This is an optimization exercise on Yosys and OpenROAD, whose aim is small area, a short achievable clock period and few clock cycles per item, not a production implementation.
Where RTL was checked, it was by simulation tests only, not by an equivalence proof against the original.
No activity file was given, so power comes from the tool's default toggle rates.

== before ==
Design wav_header_chunk_parser, start of the top module:
module wav_header_chunk_parser (
    input  logic        clk,
    input  logic        rst_n,
    input  logic        in_valid,
    output logic        in_stall,
    input  logic [7:0]  byte_value,
    input  logic        end_of_file,
    input  logic        cfg_valid,
    output logic        cfg_ready,
    input  logic [3:0]  cfg_data,
    output logic        out_valid,
    input  logic        out_stall,
    output logic        payload_valid,
    output logic [7:0]  payload_byte,
    output logic        payload_last,
    output logic [15:0] audio_format,
    output logic [15:0] num_channels,
    output logic [31:0] sample_freq,
    output logic [15:0] bits_per_sample,
    output logic [31:0] payload_size,
    output logic [2:0]  status
);
Settings: LEC_CHECK=0, CAP_MARGIN=20, CORE_MARGIN=2, CORE_UTILIZATION=55, SETUP_SLACK_MARGIN=3.3, SLEW_MARGIN=20; clock period 5.5 ns.
standard.sh (not shown) runs the stock make flow with config.mk's settings and CLKGATE_MAP_FILE= SYNTH_SCRIPT=/design/flow/synth_recipe.tcl, a recipe that flattens the netlist after the stock synthesis.
==> flow/flow/run.sh <==
#!/bin/bash
# Standard ORFS layout, except that the port buffers use a small buffer cell
# (buf_1) instead of the delay-buffer cell buffer_ports picks by default;
# repair_design / repair_timing still resize them where needed.
set -euo pipefail
export BUFFER_PORTS_ARGS="-buffer_cell sky130_fd_sc_hd__buf_1"
bash standard.sh > standard.log 2>&1
Setup changes, before to after
Settings: SETUP_SLACK_MARGIN changed from 3.3 to 3.0.
Findings:
- Average wire per standard cell | after below before
- Of the two values seen for startpoint of the worst setup timing path, byte_value[0] was produced by after and byte_value[1] by before.
- Changes observed in after relative to before: overall power consumption went down by 0.014 mW; clock network fraction of design power went up by 1.2 points; aggregate routed wire length went down by 4.1%.
- after vs before — via count dropped 2.3%.
- Comparing after and before, placer's final routability congestion estimate is lower on after.
- Going from before to after, fraction of final layout cells sized beyond drive strength 1 now smaller, length of routed wiring on met1 moved down.
- On post-CTS clock slew at the launch and capture registers of the worst setup and hold paths, after and before are basically level.
- Number of detailed-routing iterations run before antenna repair, after and before: larger value in before
Function was not checked in any run of this note: the RTL went through the layout flow alone.

* * *

== run 1 ==
wav_header_chunk_parser, a different RTL version from the one above (not shown whole).
Size: about 730 cells after synthesis, roughly 220 flip-flops, roughly 150 I/O pins, ~9500 µm² of cells after synthesis.
export LEC_CHECK = 0
export CAP_MARGIN = 20
export CORE_MARGIN = 2
export CORE_UTILIZATION = 55
export SETUP_SLACK_MARGIN = 3.5
export SLEW_MARGIN = 20
create_clock -name core_clock -period 5.5 [get_ports {clk}]
Scripts as last shown in full above: flow/flow/run.sh
Run 1 ran to completion and came out clean on the timing, DRC and antenna checks.
Testbench counts of run 1, summed over its fixed seeds: cycles 34,680, items 34,664.
Input changes introduced in run 2 (baseline for comparison: run 1):
-- flow/config.mk --
<<< run 1, line 11
export SETUP_SLACK_MARGIN = 3.5
>>> run 2, line 11
export CTS_CLUSTER_DIAMETER = 100
export CTS_CLUSTER_SIZE = 25
export SETUP_SLACK_MARGIN = 3.3
Run 2 ended with every stage complete and zero timing, DRC or antenna violations.
Via count: lower on run 2
Compared with run 1, run 2 shows switching component of the power lower by about 11%.
Diff run 2 and run 1: routed wire length lower in run 2
Any difference in clock skew between run 1 and run 2 is small enough to ignore.
[inputs] run 3 vs run 2
-- flow/config.mk --
<<< run 2, line 8
>>> run 3, line 8
export ABC_AREA = 1
Findings:
- Going from run 2 to run 3, met2 layer wire length in the routed design grew by about 5%; global-route wire length before repair now sits higher; arrival time of data at the critical path endpoint went down; total chip power went up.
- The beginning of the critical path comes out pos_q[3] in one run and st_q[2] in the other, namely in run 2 and run 3 respectively.
- Cmp run 3 and run 2 / final critical-path required period / lower: run 3
- On cell count of the worst hold path: between run 3 and run 2, it ends up lower for run 2.
- The run with more setup slack is run 3; run 2 has less.
- Comparing run 3 and run 2, maximum frequency is higher on run 3.

* * *

Starting RTL as in the previous note.
Design wav_header_chunk_parser, start of the top module:
module wav_header_chunk_parser (
    input  logic        clk,
    input  logic        rst_n,
    input  logic        in_valid,
    output logic        in_stall,
    input  logic [7:0]  byte_value,
    input  logic        end_of_file,
    input  logic        cfg_valid,
    output logic        cfg_ready,
    input  logic [3:0]  cfg_data,
    output logic        out_valid,
    input  logic        out_stall,
    output logic        payload_valid,
    output logic [7:0]  payload_byte,
    output logic        payload_last,
    output logic [15:0] audio_format,
    output logic [15:0] num_channels,
    output logic [31:0] sample_freq,
    output logic [15:0] bits_per_sample,
    output logic [31:0] payload_size,
    output logic [2:0]  status
);
clock: 5.5 ns
lec_check: 0
abc_area: 1
cap_margin: 20
core_margin: 2
core_utilization: 55
cts_cluster_diameter: 100
cts_cluster_size: 25
place_density: 0.75
setup_slack_margin: 3.3
slew_margin: 20
Scripts as last shown in full above: flow/flow/run.sh
Testbench counts at the start, summed over its fixed seeds: cycles 34,680, items 34,664.
Rerun with:
Settings changed: PLACE_DENSITY 0.75 to default, SETUP_SLACK_MARGIN 3.3 to 3.15.
Result: Total power decreases by 3.9%; maximum frequency decreases by 2.3%; global-route usage stays flat; worst hold slack improved by 0.013 ns; clock skew decreases by 0.0030 ns; wire length decreases by 1.5%; non-clock buffer count decreases by 21; via count decreases by 3.4%.
Rerun with:
Settings changed: ABC_AREA 1 to default, CTS_CLUSTER_DIAMETER 100 to default, CTS_CLUSTER_SIZE 25 to default, SETUP_SLACK_MARGIN 3.15 to 3.3.
The changed run finished clean.
Clock skew came out lower by 0.0063 ns.
Fmax barely changes.
Synthesized area fell by 0.94%.
Non-clock buffer count rose by 34.
Setup slack hardly moves.
Clock-buffer cell count grows by 9.
Final cell count went down by 6.3%.
Die area decreases by 0.91%.
Utilization went up by 4.3 points.
Critical path depth came out lower by 2.
Rerun with:
Settings changed: ABC_AREA from default to 1, CTS_CLUSTER_DIAMETER from default to 100, CTS_CLUSTER_SIZE from default to 25, GPL_TIMING_DRIVEN from default to 0.
After rerunning:
- cell area is lower by 3.9%
- worst hold slack got worse by 0.026 ns
- critical path depth is lower by 2
- worst setup slack improved by 0.0041 ns
- first-iteration DRC count is lower by 6.8%
- final cell count is higher by 9.2%
- maximum frequency stays flat
Rerun with:
Settings changed: GPL_TIMING_DRIVEN 0 to default, SETUP_SLACK_MARGIN 3.3 to 3.4, TNS_END_PERCENT from default to 10.
The changed run produced a clean layout.
Clock skew decreases by 0.0047 ns.
Wire length rose slightly.
Total power hardly moves.
Flip-flop and latch count stays the same.
Worst hold slack improved by 0.021 ns.
Clock power is higher slightly.
Cell count fell slightly.
Area after synthesis does not change.
Rerun with:
Settings changed: ABC_AREA 1 to default, CAP_MARGIN 20 to 5, CTS_CLUSTER_DIAMETER 100 to 60, CTS_CLUSTER_SIZE 25 to 30, SETUP_SLACK_MARGIN 3.4 to 3.3, SLEW_MARGIN 20 to 5, TNS_END_PERCENT 10 to default.
Global-route usage falls by 0.79 points.
Register-to-register slack loses 0.10 ns.
Sequential power shrinks by about 6.5%.
Via count went down by about 6.6%.
Cell count went down by 9.8%.
Synthesized area fell by 0.94%.
Non-clock buffer count rises by 7.

* * *

Starting RTL as in the previous note.
export LEC_CHECK = 0
export CAP_MARGIN = 20
export CORE_MARGIN = 2
export CORE_UTILIZATION = 55
export CTS_CLUSTER_DIAMETER = 60
export CTS_CLUSTER_SIZE = 30
export SETUP_SLACK_MARGIN = 3.3
export SLEW_MARGIN = 20
create_clock -name core_clock -period 5.5 [get_ports {clk}]
Scripts as last shown in full above: flow/flow/run.sh
Testbench counts at the start, summed over its fixed seeds: cycles 34,680, items 34,664.
Next try:
Settings changed: ABC_AREA set to 1, CTS_CLUSTER_DIAMETER 60 to 100, CTS_CLUSTER_SIZE 30 to 25, SETUP_SLACK_MARGIN 3.3 to 3.5.
=> The new run finished clean; first-iteration DRC count climbs by about 13%; setup slack gets better by 0.092 ns; critical path depth drops by 6; total power climbs by about 20%; sequential power climbs by about 6%; hold slack gets worse by 0.027 ns; design area climbs by 6.0%; cell count climbs by about 15%; sequential cell count stays the same.

* * *

run D:
Another version of the RTL of wav_header_chunk_parser (not shown whole).
For scale: about 930 cells after synthesis, roughly 180 flip-flops, roughly 150 I/O pins.
Design wav_header_chunk_parser, start of the top module:
module wav_header_chunk_parser (
    input  logic        clk,
    input  logic        rst_n,
    input  logic        in_valid,
    output logic        in_stall,
    input  logic [7:0]  byte_value,
    input  logic        end_of_file,
    input  logic        cfg_valid,
    output logic        cfg_ready,
    input  logic [3:0]  cfg_data,
    output logic        out_valid,
    input  logic        out_stall,
    output logic        payload_valid,
    output logic [7:0]  payload_byte,
    output logic        payload_last,
    output logic [15:0] audio_format,
    output logic [15:0] num_channels,
    output logic [31:0] sample_freq,
    output logic [15:0] bits_per_sample,
    output logic [31:0] payload_size,
    output logic [2:0]  status
);
==> flow/config.mk <==
export PLATFORM = sky130hd
export DESIGN_NAME = wav_header_chunk_parser
export DESIGN_NICKNAME = wav_header_chunk_parser
export VERILOG_FILES = /design/flow/design.v
export SDC_FILE = /design/flow/constraint.sdc
export NUM_CORES = 4
export LEC_CHECK = 0
export CAP_MARGIN = 20
export CORE_MARGIN = 2
export CORE_UTILIZATION = 70
export SETUP_SLACK_MARGIN = 3.3
export SLEW_MARGIN = 20
==> flow/constraint.sdc <==
create_clock -name core_clock -period 5.5 [get_ports {clk}]
set_input_delay 1.1000 -clock core_clock [delete_from_list [all_inputs] [get_ports {clk}]]
set_output_delay 1.1000 -clock core_clock [all_outputs]
set_load 0.01 [all_outputs]
run.sh (not shown) runs the stock make flow with config.mk's settings and CLKGATE_MAP_FILE= SYNTH_SCRIPT=/design/flow/synth_recipe.tcl, a recipe that flattens the netlist after the stock synthesis.
Stock flow here: none of the scripts above is used.
Status(run D) = ERROR, stage = clock tree synthesis
Testbench counts of run D, summed over its fixed seeds: cycles 34,672, items 34,664.
Edits applied to the flow inputs when going from run D to run A:
- changing CORE_UTILIZATION from 70 to 40
- removing SETUP_SLACK_MARGIN (formerly 3.3)
[summary]
Run A ended with every stage complete and zero timing, DRC or antenna violations. Compared with run D, in run A post-placement setup slack moved up, half-perimeter wire length after detailed placement moved up, placement-stage cell area moved up. Delta (run A minus run D): number of gates given a new drive strength after cts now smaller; placed cell count now larger; initial standard-cell utilization of the core now smaller; count of buffers added by post-CTS timing repair for setup now smaller; number of clock sinks seen by CTS comparable.

* * *

Another version of the RTL of wav_header_chunk_parser (not shown whole).
For scale: about 210 flip-flops, ~150 I/O pins, ~9200 µm² of cells after synthesis.
export LEC_CHECK = 0
export CAP_MARGIN = 20
export CORE_MARGIN = 2
export CORE_UTILIZATION = 55
export CTS_BUF_LIST = sky130_fd_sc_hd__clkbuf_4
export SETUP_SLACK_MARGIN = 3.3
export SLEW_MARGIN = 20
create_clock -name core_clock -period 5.5 [get_ports {clk}]
standard.sh (not shown) runs the stock make flow with config.mk's settings and CLKGATE_MAP_FILE= SYNTH_SCRIPT=/design/flow/synth_recipe.tcl, a recipe that flattens the netlist after the stock synthesis.
Scripts as last shown in full above: flow/flow/run.sh
==> next run, changes <==
--- a/flow/config.mk
+++ b/flow/config.mk
@@ -9,5 +9,4 @@
 export CORE_MARGIN = 2
 export CORE_UTILIZATION = 55
-export CTS_BUF_LIST = sky130_fd_sc_hd__clkbuf_4
 export SETUP_SLACK_MARGIN = 3.3
 export SLEW_MARGIN = 20
Effect:
- The changed run ran to the end with no violations
- flip-flop and latch count does not change
- power rises by 3.0%
- setup slack gains 0.065 ns
- via count fell by 3.8%
No functional check of the RTL was part of any run of this note.

* * *

job 595:
wav_header_chunk_parser with an RTL version that a note above also has.
Size in the first run: ~220 flip-flops, ~150 I/O pins.
Settings: LEC_CHECK=0, ABC_AREA=1, CAP_MARGIN=20, CORE_MARGIN=2, CORE_UTILIZATION=55, CTS_CLUSTER_DIAMETER=100, CTS_CLUSTER_SIZE=25, SETUP_SLACK_MARGIN=3.3, SLEW_MARGIN=20, TNS_END_PERCENT=10; clock period 5.5 ns.
Scripts as last shown in full above: flow/flow/run.sh
The flow did not stop early for job 595: all stages ran, and the layout cleared the timing, DRC and antenna checks.
Testbench counts of job 595, summed over its fixed seeds: cycles 34,680, items 34,664.
> inputs changed (job 595 -> job 6385)
diff --git a/flow/config.mk b/flow/config.mk
--- a/flow/config.mk
+++ b/flow/config.mk
@@ -7,10 +7,8 @@
 export LEC_CHECK = 0
-export ABC_AREA = 1
 export CAP_MARGIN = 20
 export CORE_MARGIN = 2
-export CORE_UTILIZATION = 55
-export CTS_CLUSTER_DIAMETER = 100
-export CTS_CLUSTER_SIZE = 25
+export CORE_UTILIZATION = 65
+export CTS_CLUSTER_DIAMETER = 60
+export CTS_CLUSTER_SIZE = 30
 export SETUP_SLACK_MARGIN = 3.3
 export SLEW_MARGIN = 20
-export TNS_END_PERCENT = 10
Notes after the runs:
The wire length in job 6385 is 0.950 times that in job 595.
[compare] base=job 595 new=job 6385: number of buffers added for setup after CTS higher; first-pass GRT wire length lower; combinational power lower.
Tightest hold margin across job 595 and job 6385: no real change.
Compared with job 595, job 6385 shows a sequential share of layout area that is 0.79 points lower.
Job 6385 against job 595; final-layout fill cell count is down by more than a quarter.
Post-layout net count was lower in job 6385 than in job 595.
In the reports for job 595 and job 6385, the larger final critical delay including setup and external delays belongs to job 6385.
In the tables for job 595 and job 6385, total power of the final layout reads higher with job 595.
Remaining max-slew budget at the tightest pin ends up lower on job 6385.
Here is what was changed in the inputs of job 7096 compared with job 6385.
diff --git a/flow/config.mk b/flow/config.mk
--- a/flow/config.mk
+++ b/flow/config.mk
@@ -7,7 +7,8 @@
 export LEC_CHECK = 0
+export ABC_AREA = 1
 export CAP_MARGIN = 20
 export CORE_MARGIN = 2
-export CORE_UTILIZATION = 65
-export CTS_CLUSTER_DIAMETER = 60
-export CTS_CLUSTER_SIZE = 30
+export CORE_UTILIZATION = 48
+export CTS_CLUSTER_DIAMETER = 100
+export CTS_CLUSTER_SIZE = 25
 export SETUP_SLACK_MARGIN = 3.3
Findings:
Of job 7096 and job 6385, the lower area of the mapped netlist belongs to job 6385.
On power share of the combinational group: job 7096 sits above job 6385.
Sort job 7096 and job 6385 by non-clock inverter count in the final layout, descending, and job 7096 comes first.
after synthesis and placement, the instance count of job 7096 is above that of job 6385.
Power went up by a little under 10% going from job 6385 to job 7096.
Edits applied to the flow inputs when going from job 7096 to job 4923:
diff --git a/flow/config.mk b/flow/config.mk
--- a/flow/config.mk
+++ b/flow/config.mk
@@ -10,6 +10,6 @@
 export CORE_MARGIN = 2
-export CORE_UTILIZATION = 48
+export CORE_UTILIZATION = 55
 export CTS_CLUSTER_DIAMETER = 100
 export CTS_CLUSTER_SIZE = 25
-export SETUP_SLACK_MARGIN = 3.3
+export SETUP_SLACK_MARGIN = 3.4
 export SLEW_MARGIN = 20
--- outcome ---
Job 7096 vs job 4923, master of the slowest instance on the critical path: sky130_fd_sc_hd__dfstp_4 vs sky130_fd_sc_hd__edfxtp_1. Number of global-route vias before repair of job 4923 exceeds that of job 7096 by a few percent. Re worst setup slack: job 4923 and job 7096 aren't equal, and the lower value belongs to job 4923. Going from job 7096 to job 4923, the overall die area was found to have gone down by about 12%.

[port drivers added, routing unchanged]
The results above use ideal ports. As a check the final layouts listed here were re-extracted and re-timed, cells and wires unchanged.
Step 1 sets driving cells, clkbuf_16 on the clock port and buf_2 on the other inputs (assumed; they add their load-dependent delay and slew).
Step 2 adds t to the input delays and takes it off the output delays; t is the mean of the earliest and latest rising clock arrival at the registers after step 1. Input paths then give back, and output paths get back, about the clock's delay inside the block.
Slacks: ideal ports / drivers / drivers and shift; pairs: ideal ports / drivers.
| run | t (ns) | setup slack, ns | cell pins on the clock port's net |
|---|---|---|---|
| before | 0.472 | 2.971 / 2.973 / 2.501 | 1 |
| after | 0.469 | 2.934 / 2.932 / 2.463 | 1 |
| run 1 | 0.534 | 3.227 / 3.227 / 2.895 | 1 |
| run 2 | 0.504 | 3.270 / 3.261 / 2.901 | 1 |
| run 3 | 0.506 | 3.329 / 3.284 / 2.888 | 1 |
| the first run of note 3 | 0.507 | 3.306 / 3.262 / 2.960 | 1 |
| the second run of note 3 | 0.508 | 3.255 / 3.225 / 2.773 | 1 |
| the third run of note 3 | 0.537 | 3.257 / 3.235 / 2.916 | 1 |
| the fourth run of note 3 | 0.509 | 3.261 / 3.280 / 2.778 | 1 |
| the fifth run of note 3 | 0.511 | 3.305 / 3.259 / 2.985 | 1 |
| the sixth run of note 3 | 0.520 | 3.260 / 3.250 / 2.931 | 1 |
| the first run of note 4 | 0.520 | 3.260 / 3.250 / 2.931 | 1 |
| the second run of note 4 | 0.510 | 3.352 / 3.305 / 3.085 | 1 |
| run A | 0.474 | 2.062 / 2.084 / 1.610 | 1 |
| the first run of note 6 | 0.683 | 2.876 / 2.876 / 2.776 | 1 |
| the second run of note 6 | 0.540 | 2.941 / 2.941 / 2.828 | 1 |
| job 595 | 0.511 | 3.258 / 3.212 / 2.803 | 1 |
| job 6385 | 0.512 | 3.214 / 3.214 / 2.830 | 1 |
| job 7096 | 0.508 | 3.315 / 3.282 / 2.916 | 1 |
| job 4923 | 0.511 | 3.295 / 3.249 / 2.951 | 1 |
After both steps every run listed still meets setup and hold. The setup slack of the fourth run of note 3, which loses most, moves by +0.019 ns with the drivers and by -0.483 ns with both steps.
